This is an optimization exercise on Yosys and OpenROAD, whose aim is small area, not a production implementation.
The RTL was checked by simulation tests, not by an equivalence proof against the original design.
No activity file was given, so power comes from the tool's default toggle rates.

File: run.sh
#!/bin/bash
# synth_recipe.tcl (not shown) runs the flow's synth.tcl, then flattens the netlist and writes it again
# the make line also repeats each setting of config.mk as NAME=value (left out here)
make -C /OpenROAD-flow-scripts/flow DESIGN_CONFIG=/design/flow/config.mk WORK_HOME=/design/flow/orfs CLKGATE_MAP_FILE= SYNTH_SCRIPT=/design/flow/synth_recipe.tcl finish
File: config.mk
export PLATFORM = sky130hd
export DESIGN_NAME = ram
export DESIGN_NICKNAME = ram
export VERILOG_FILES = /design/flow/design.v
export SDC_FILE = /design/flow/constraint.sdc
export NUM_CORES = 4
export LEC_CHECK = 0
export CAP_MARGIN = 20
export CORE_MARGIN = 2
export CORE_UTILIZATION = 35
export PLACE_DENSITY = 0.45
export SLEW_MARGIN = 20
File: constraint.sdc
create_clock -name core_clock -period 10.0 [get_ports {clk}]
set_input_delay 2.0000 -clock core_clock [delete_from_list [all_inputs] [get_ports {clk}]]
set_output_delay 2.0000 -clock core_clock [all_outputs]
set_load 0.01 [all_outputs]
File: design.v
package ram_pkg;
	localparam int ADDR_W     = 10;                    
	localparam int LANES      = 4;                     
	localparam int BYTE_W     = 8;                     
	localparam int WORD_W     = 32;                    
	localparam int LANE_SEL_W = 2;                     
	localparam int ROW_W      = ADDR_W - LANE_SEL_W;   
	localparam int ROWS       = 1 << ROW_W;            
	typedef logic [BYTE_W-1:0] byte_t;
	typedef logic [ADDR_W-1:0] addr_t;
	typedef logic [ROW_W-1:0] row_t;
	typedef union packed
	{
		byte_t [LANES-1:0] bytes;    
		byte_t [1:0][1:0]  halves;   
	} data_word_u;
endpackage
`timescale 1ns/1ps
module lane_write_decode
(
	input  logic                  cs,
	input  logic                  write_w,
	input  logic                  write_h,
	input  logic                  write_b,
	input  logic [ram_pkg::LANE_SEL_W-1:0] lane_sel,
	input  ram_pkg::data_word_u            in,
	output logic [ram_pkg::LANES-1:0] lane_we,
	output ram_pkg::byte_t [ram_pkg::LANES-1:0] lane_din
);
	logic do_word;    
	logic do_half;    
	logic do_byte;    
	logic half_ok;    
	assign do_word = cs & write_w;
	assign do_half = cs & write_h & ~write_w;
	assign do_byte = cs & write_b & ~write_w & ~write_h;
	assign half_ok = ~lane_sel[0];
	always_comb
	begin
		lane_we = '0;
		for (int i = 0; i < ram_pkg::LANES; i++)
		begin
			lane_din[i] = '0;
		end
		if (do_word)
		begin
			lane_we = '1;
			for (int i = 0; i < ram_pkg::LANES; i++)
			begin
				lane_din[i] = in.bytes[i];   
			end
		end
		else if (do_half)
		begin
			if (half_ok)
			begin
				case (lane_sel[1])
					1'b0:
					begin
						lane_we[0]  = 1'b1;
						lane_we[1]  = 1'b1;
						lane_din[0] = in.halves[0][0];
						lane_din[1] = in.halves[0][1];
					end
					1'b1:
					begin
						lane_we[2]  = 1'b1;
						lane_we[3]  = 1'b1;
						lane_din[2] = in.halves[0][0];
						lane_din[3] = in.halves[0][1];
					end
				endcase
			end
		end
		else if (do_byte)
		begin
			case (lane_sel)
				2'd0:
				begin
					lane_we[0]  = 1'b1;
					lane_din[0] = in.bytes[0];
				end
				2'd1:
				begin
					lane_we[1]  = 1'b1;
					lane_din[1] = in.bytes[0];
				end
				2'd2:
				begin
					lane_we[2]  = 1'b1;
					lane_din[2] = in.bytes[0];
				end
				2'd3:
				begin
					lane_we[3]  = 1'b1;
					lane_din[3] = in.bytes[0];
				end
			endcase
		end
	end
endmodule
`timescale 1ns/1ps
module byte_lane_mem
(
	input  logic  clk,
	input  ram_pkg::row_t  row,
	input  logic  we,
	input  ram_pkg::byte_t din,
	output ram_pkg::byte_t dout
);
	ram_pkg::byte_t mem [ram_pkg::ROWS];   
	always @(posedge clk)
	begin
		dout <= mem[row];       
		if (we)
		begin
			mem[row] <= din;    
		end
	end
endmodule
`timescale 1ns/1ps
module read_gather
(
	input  logic       clk,
	input  logic       rst,
	input  logic       cs,
	input  ram_pkg::byte_t [ram_pkg::LANES-1:0] lane_dout,
	output ram_pkg::data_word_u out,
	output logic       data_rdy
);
	ram_pkg::data_word_u joined;   
	always_ff @(posedge clk)
	begin
		if (rst)
		begin
			data_rdy <= 1'b0;
		end
		else
		begin
			data_rdy <= cs;
		end
	end
	always_comb
	begin
		for (int i = 0; i < ram_pkg::LANES; i++)
		begin
			joined.bytes[i] = lane_dout[i];
		end
	end
	always_comb
	begin
		out = {ram_pkg::WORD_W{1'b0}};
		if (data_rdy)
		begin
			out = joined;
		end
	end
endmodule
`timescale 1ns/1ps
module ram
(
	input  logic       clk,
	input  logic       rst,
	input  ram_pkg::addr_t      addr,
	input  logic       cs,
	input  ram_pkg::data_word_u in,
	input  logic       write_w,
	input  logic       write_h,
	input  logic       write_b,
	output ram_pkg::data_word_u out,
	output logic       data_rdy
);
	ram_pkg::row_t                  row;                 
	logic [ram_pkg::LANE_SEL_W-1:0] lane_sel;            
	logic [ram_pkg::LANES-1:0]      lane_we;             
	ram_pkg::byte_t [ram_pkg::LANES-1:0]     lane_din;            
	ram_pkg::byte_t [ram_pkg::LANES-1:0]     lane_dout;          
	assign row      = addr[ram_pkg::ADDR_W-1:ram_pkg::LANE_SEL_W];
	assign lane_sel = addr[ram_pkg::LANE_SEL_W-1:0];
	lane_write_decode u_decode
	(
		.cs       (cs),
		.write_w  (write_w),
		.write_h  (write_h),
		.write_b  (write_b),
		.lane_sel (lane_sel),
		.in       (in),
		.lane_we  (lane_we),
		.lane_din (lane_din)
	);
	for (genvar i = 0; i < ram_pkg::LANES; i++)
	begin : g_lane
		byte_lane_mem u_mem
		(
			.clk  (clk),
			.row  (row),
			.we   (lane_we[i]),
			.din  (lane_din[i]),
			.dout (lane_dout[i])
		);
	end
	read_gather u_gather
	(
		.clk       (clk),
		.rst       (rst),
		.cs        (cs),
		.lane_dout (lane_dout),
		.out       (out),
		.data_rdy  (data_rdy)
	);
endmodule
==> impl_metrics.json <==
{
  "status": "complete, no violations",
  "fin_nets": 14885,
  "avgSynthCellArea_um2": 21.9,
  "core_um2": 894000,
  "syn_area_um2": 314000,
  "worst_setup_path_start_kind": "input port",
  "synth_common_cells": "edfxtp_1 (8192), mux4_2 (2048), nor2_1 (1054)",
  "seqPwrFrac": 0.521,
  "routed_via_density": 5.57,
  "reg2reg_from": "g_lane[3].u_mem.mem[251][0]",
  "cts_setup_buffers": 0,
  "cts_made_buffers": 872,
  "yosys.area_share.simple": 0.0178,
  "grt_pass1_wl_um": 1360000,
  "power.internal_mw": 56.9,
  "area_delta_synth_final_pct": 14.6,
  "antenna_found_initial": 81,
  "hold_depth": 5,
  "end_kind": "register",
  "synth-edff-count": 8192,
  "drt-initial-drc-count": 18968,
  "ctsHoldBuffers": 0,
  "tightest_slew_ns": 1.37,
  "gp_congestion": 0.802,
  "dieHeight_um": 951,
  "finalSetupViolations": 0,
  "grt_pass1_vias": 154824,
  "clkLatencyLatePin_ns": 1.19,
  "critical_path_arrival_ns": 6.33,
  "maxCapViolations": 0,
  "start_util": 0.351,
  "overflow": 0,
  "r2r_end": "g_lane[3].u_mem.dout[0]",
  "yosys.area.top_type": "edfxtp_1",
  "firstDrtPassIters": 8,
  "synthAdderAreaFrac": 0,
  "synthMuxAreaShare": 0.147,
  "path_class": "in -> reg",
  "clock_path_buffers": 4,
  "cts_tree": "yes",
  "pin_count": 81,
  "drcViolationCount": 0,
  "fmax_mhz": 179,
  "post_cts_resized": 0,
  "async_flop_share": 0,
  "cts.htree.levels": 6,
  "rows": 347,
  "synth_top_area_frac": 0.783,
  "clock_skew_ns": 0.0752,
  "ant_nets": 0,
  "synthesis.nets": 14360,
  "tns_ns": 0,
  "critPathMaxFanout": 12,
  "dpl.hpwl_um": 632000,
  "cts-root-buf": "clkbuf_16",
  "multiInputGateArea_um2": 65300,
  "relSlewSlack": 0.0858,
  "reg2reg_slack_ns": 6.63,
  "synthFlopType": "edfxtp_1",
  "min_period_ns": 5.59,
  "synth_xor_area_frac": 0,
  "power_frac_clock": 0.433,
  "hold_path_end": "g_lane[1].u_mem.dout[4]",
  "hold_class": "reg -> reg",
  "synth.area.top_cells": "edfxtp_1 (78%), mux4_2 (15%), a22oi_1 (2.4%)",
  "grt_max_degree": 157,
  "swShare": 0.222,
  "syn_inst": 14312,
  "grt_usage": 0.215,
  "seq_area_um2": 247000,
  "die_w_um": 951,
  "port_buffers": 80,
  "leakage_nw": 94.4,
  "hold_violations": 0,
  "synth_compound_area_frac": 0.0370,
  "ir_drop_mv": 0.189,
  "drive_gt1_frac": 0.254,
  "die_area_um2": 905000,
  "crit_required_ns": 10.74,
  "yosysWarnings": 3,
  "p_comb_frac": 0.046,
  "finalCritPeriodShare": 0.559,
  "netSwitchingPower_mw": 16.2,
  "cts.sinks": 8225,
  "synth.distinct_cells": 26,
  "synth_most_common_cell": "edfxtp_1",
  "rr_worst_depth": 6,
  "synth_top_family_by_area": "multiplexers",
  "postLayoutCoreUtil": 0.403,
  "synth-seq-cells": 8225,
  "wl_per_cell_um": 36.3,
  "fillers": 78929,
  "drt_wl_total_um": 996000,
  "powerDensity_nw_per_um2": 203,
  "vias": 152978,
  "yosysSeqAreaShare": 0.785,
  "min-delay-start": "g_lane[1].u_mem.mem[148][4]",
  "final_max_slew_viol_count": 0,
  "rsz0062_at_grt": "false",
  "clk_pin_slew_ns": 0.06
}
-- cells in the final DEF, fill, tap and decap left out, types with 9 or more instances in the layout --
master           count
bufinv_16           66
buf_4              400
inv_16               9
clkinv_16           10
nand4_1             32
o41ai_1             10
nand2_1            259
clkbuf_16          884
a22oi_1           1024
o41ai_2             74
dfxtp_1             32
a22o_4              16
diode_2             43
mux4_2            2048
and2_1              34
clkbuf_1           221
nor2_1             992
clkdlybuf4s50_1     76
clkinv_8             9
inv_6               17
o41ai_4             44
a21oi_1            514
and2_4               9
buf_12              69
clkinv_1           186
nor2_2              44
edfxtp_1          8192
nor2_4              18
clkinv_2           155
clkinvlp_4          20
clkbuf_8            11
-- state kept, by name (all words and copies together), names as in the netlist --
register           flops
g_lane.u_mem.mem    8192
g_lane.u_mem.dout     32
u_gather.data_rdy      1
-- routing by layer --
| layer | global-route usage | vias up | routed length, µm | share of wire |
|---|---|---|---|---|
| met4 | 0.0542 | 22 | 28300 | 0.028 |
| met1 | 0.307 | 84503 | 430000 | 0.43 |
| met3 | 0.0330 | 1230 | 60600 | 0.061 |
| li1 | - | 61786 | - | - |
| met2 | 0.350 | 5437 | 478000 | 0.48 |
| met5 | 0.000578 | - | 204 | 0.00020 |
-- cell families (layout without fill, tap and decap cells) --
| family | Yosys count | in the layout |
|---|---|---|
| other | 0 | 43 |
| flip-flops | 8225 | 8225 |
| multiplexers | 2048 | 2048 |
| AND/OR/NAND/NOR | 1423 | 1423 |
| AO/OA/AOI/OAI | 1695 | 1695 |
| buffers and inverters | 921 | 2165 |
-- power by group through the flow --
stage	Sequential [mW]	Clock, mW	Combinational [mW]
finish	38.0	31.7	3.37
detailed placement	38.8	0	3.44
CTS	38.0	32.3	3.44
floorplan	38.8	0	1.73
global placement	38.8	0	3.41
global route	38.0	33.5	3.53
-- layout make-up --
| class | count | share of cell area |
|---|---|---|
| clock inverter | 477 | 0.0123 |
| inverter | 9 | 0.000261 |
| tap | 11866 | 0.0412 |
| timing repair buffer | 563 | 0.0152 |
| antenna | 43 | 0.000299 |
| clock buffer | 1116 | 0.0642 |
| multi-input combinational | 5166 | 0.181 |
| sequential | 8225 | 0.685 |
-- stage by stage --
stage	hold slack, ns	std cells	instance area (µm²)	power (mW)	worst slack [ns]
global route	1.05	27424	360000	75.1	4.41
CTS	0.973	27421	360000	73.7	4.46
finish	0.968	27465	360000	73.1	4.41
detailed placement	0.982	25828	332000	42.2	3.19
floorplan	0.819	14312	314000	40.5	3.22
global placement	0.978	25808	332000	42.2	2.49
-- how the worst max path moves through the flow --
stage	cells past startpoint	startpoint	slack, ns	endpoint
finish	6	addr[4]	4.41	g_lane[0].u_mem.mem[189][2]
global placement	9	addr[2]	2.49	g_lane[3].u_mem.dout[7]
detailed placement	6	addr[7]	3.19	g_lane[0].u_mem.mem[98][2]
global route	6	addr[7]	4.41	g_lane[0].u_mem.mem[98][4]
CTS	6	addr[7]	4.46	g_lane[0].u_mem.mem[98][4]
floorplan	5	addr[1]	3.22	g_lane[2].u_mem.mem[0][0]
-- critical path: stages --
cell and delay, ns:
clkdlybuf4s50_1 0.50, buf_4 0.29, nand2_1 0.29, nor2_4 1.00, nand2_1 1.10, nor2_1 1.07

==> re-timing with driven ports <==
In the flow no input, the clock included, has a driving cell. The finished layout below was timed again as built, in two steps. Step 1 sets driving cells, clkbuf_16 on the clock port and buf_2 on the other inputs (assumed; they add their load-dependent delay and slew). Step 2, shift: input delay + t, output delay - t, t = (earliest + latest rising clock arrival at the registers) / 2. This alone moves slack from input paths to output paths. Three values: ideal, step 1, step 2; two values: the first two.
t, ns: 1.304
slack for setup (ns): 4.413 / 4.537 / 3.233
hold slack, ns: 0.968 / 0.968 / 0.968
worst setup path at the end: input to register
clock arrival spread, ns: 0.095 / 0.094
After both steps setup and hold are still met in this run. The setup slack of this run moves by +0.124 ns with the drivers and by -1.180 ns with both steps.
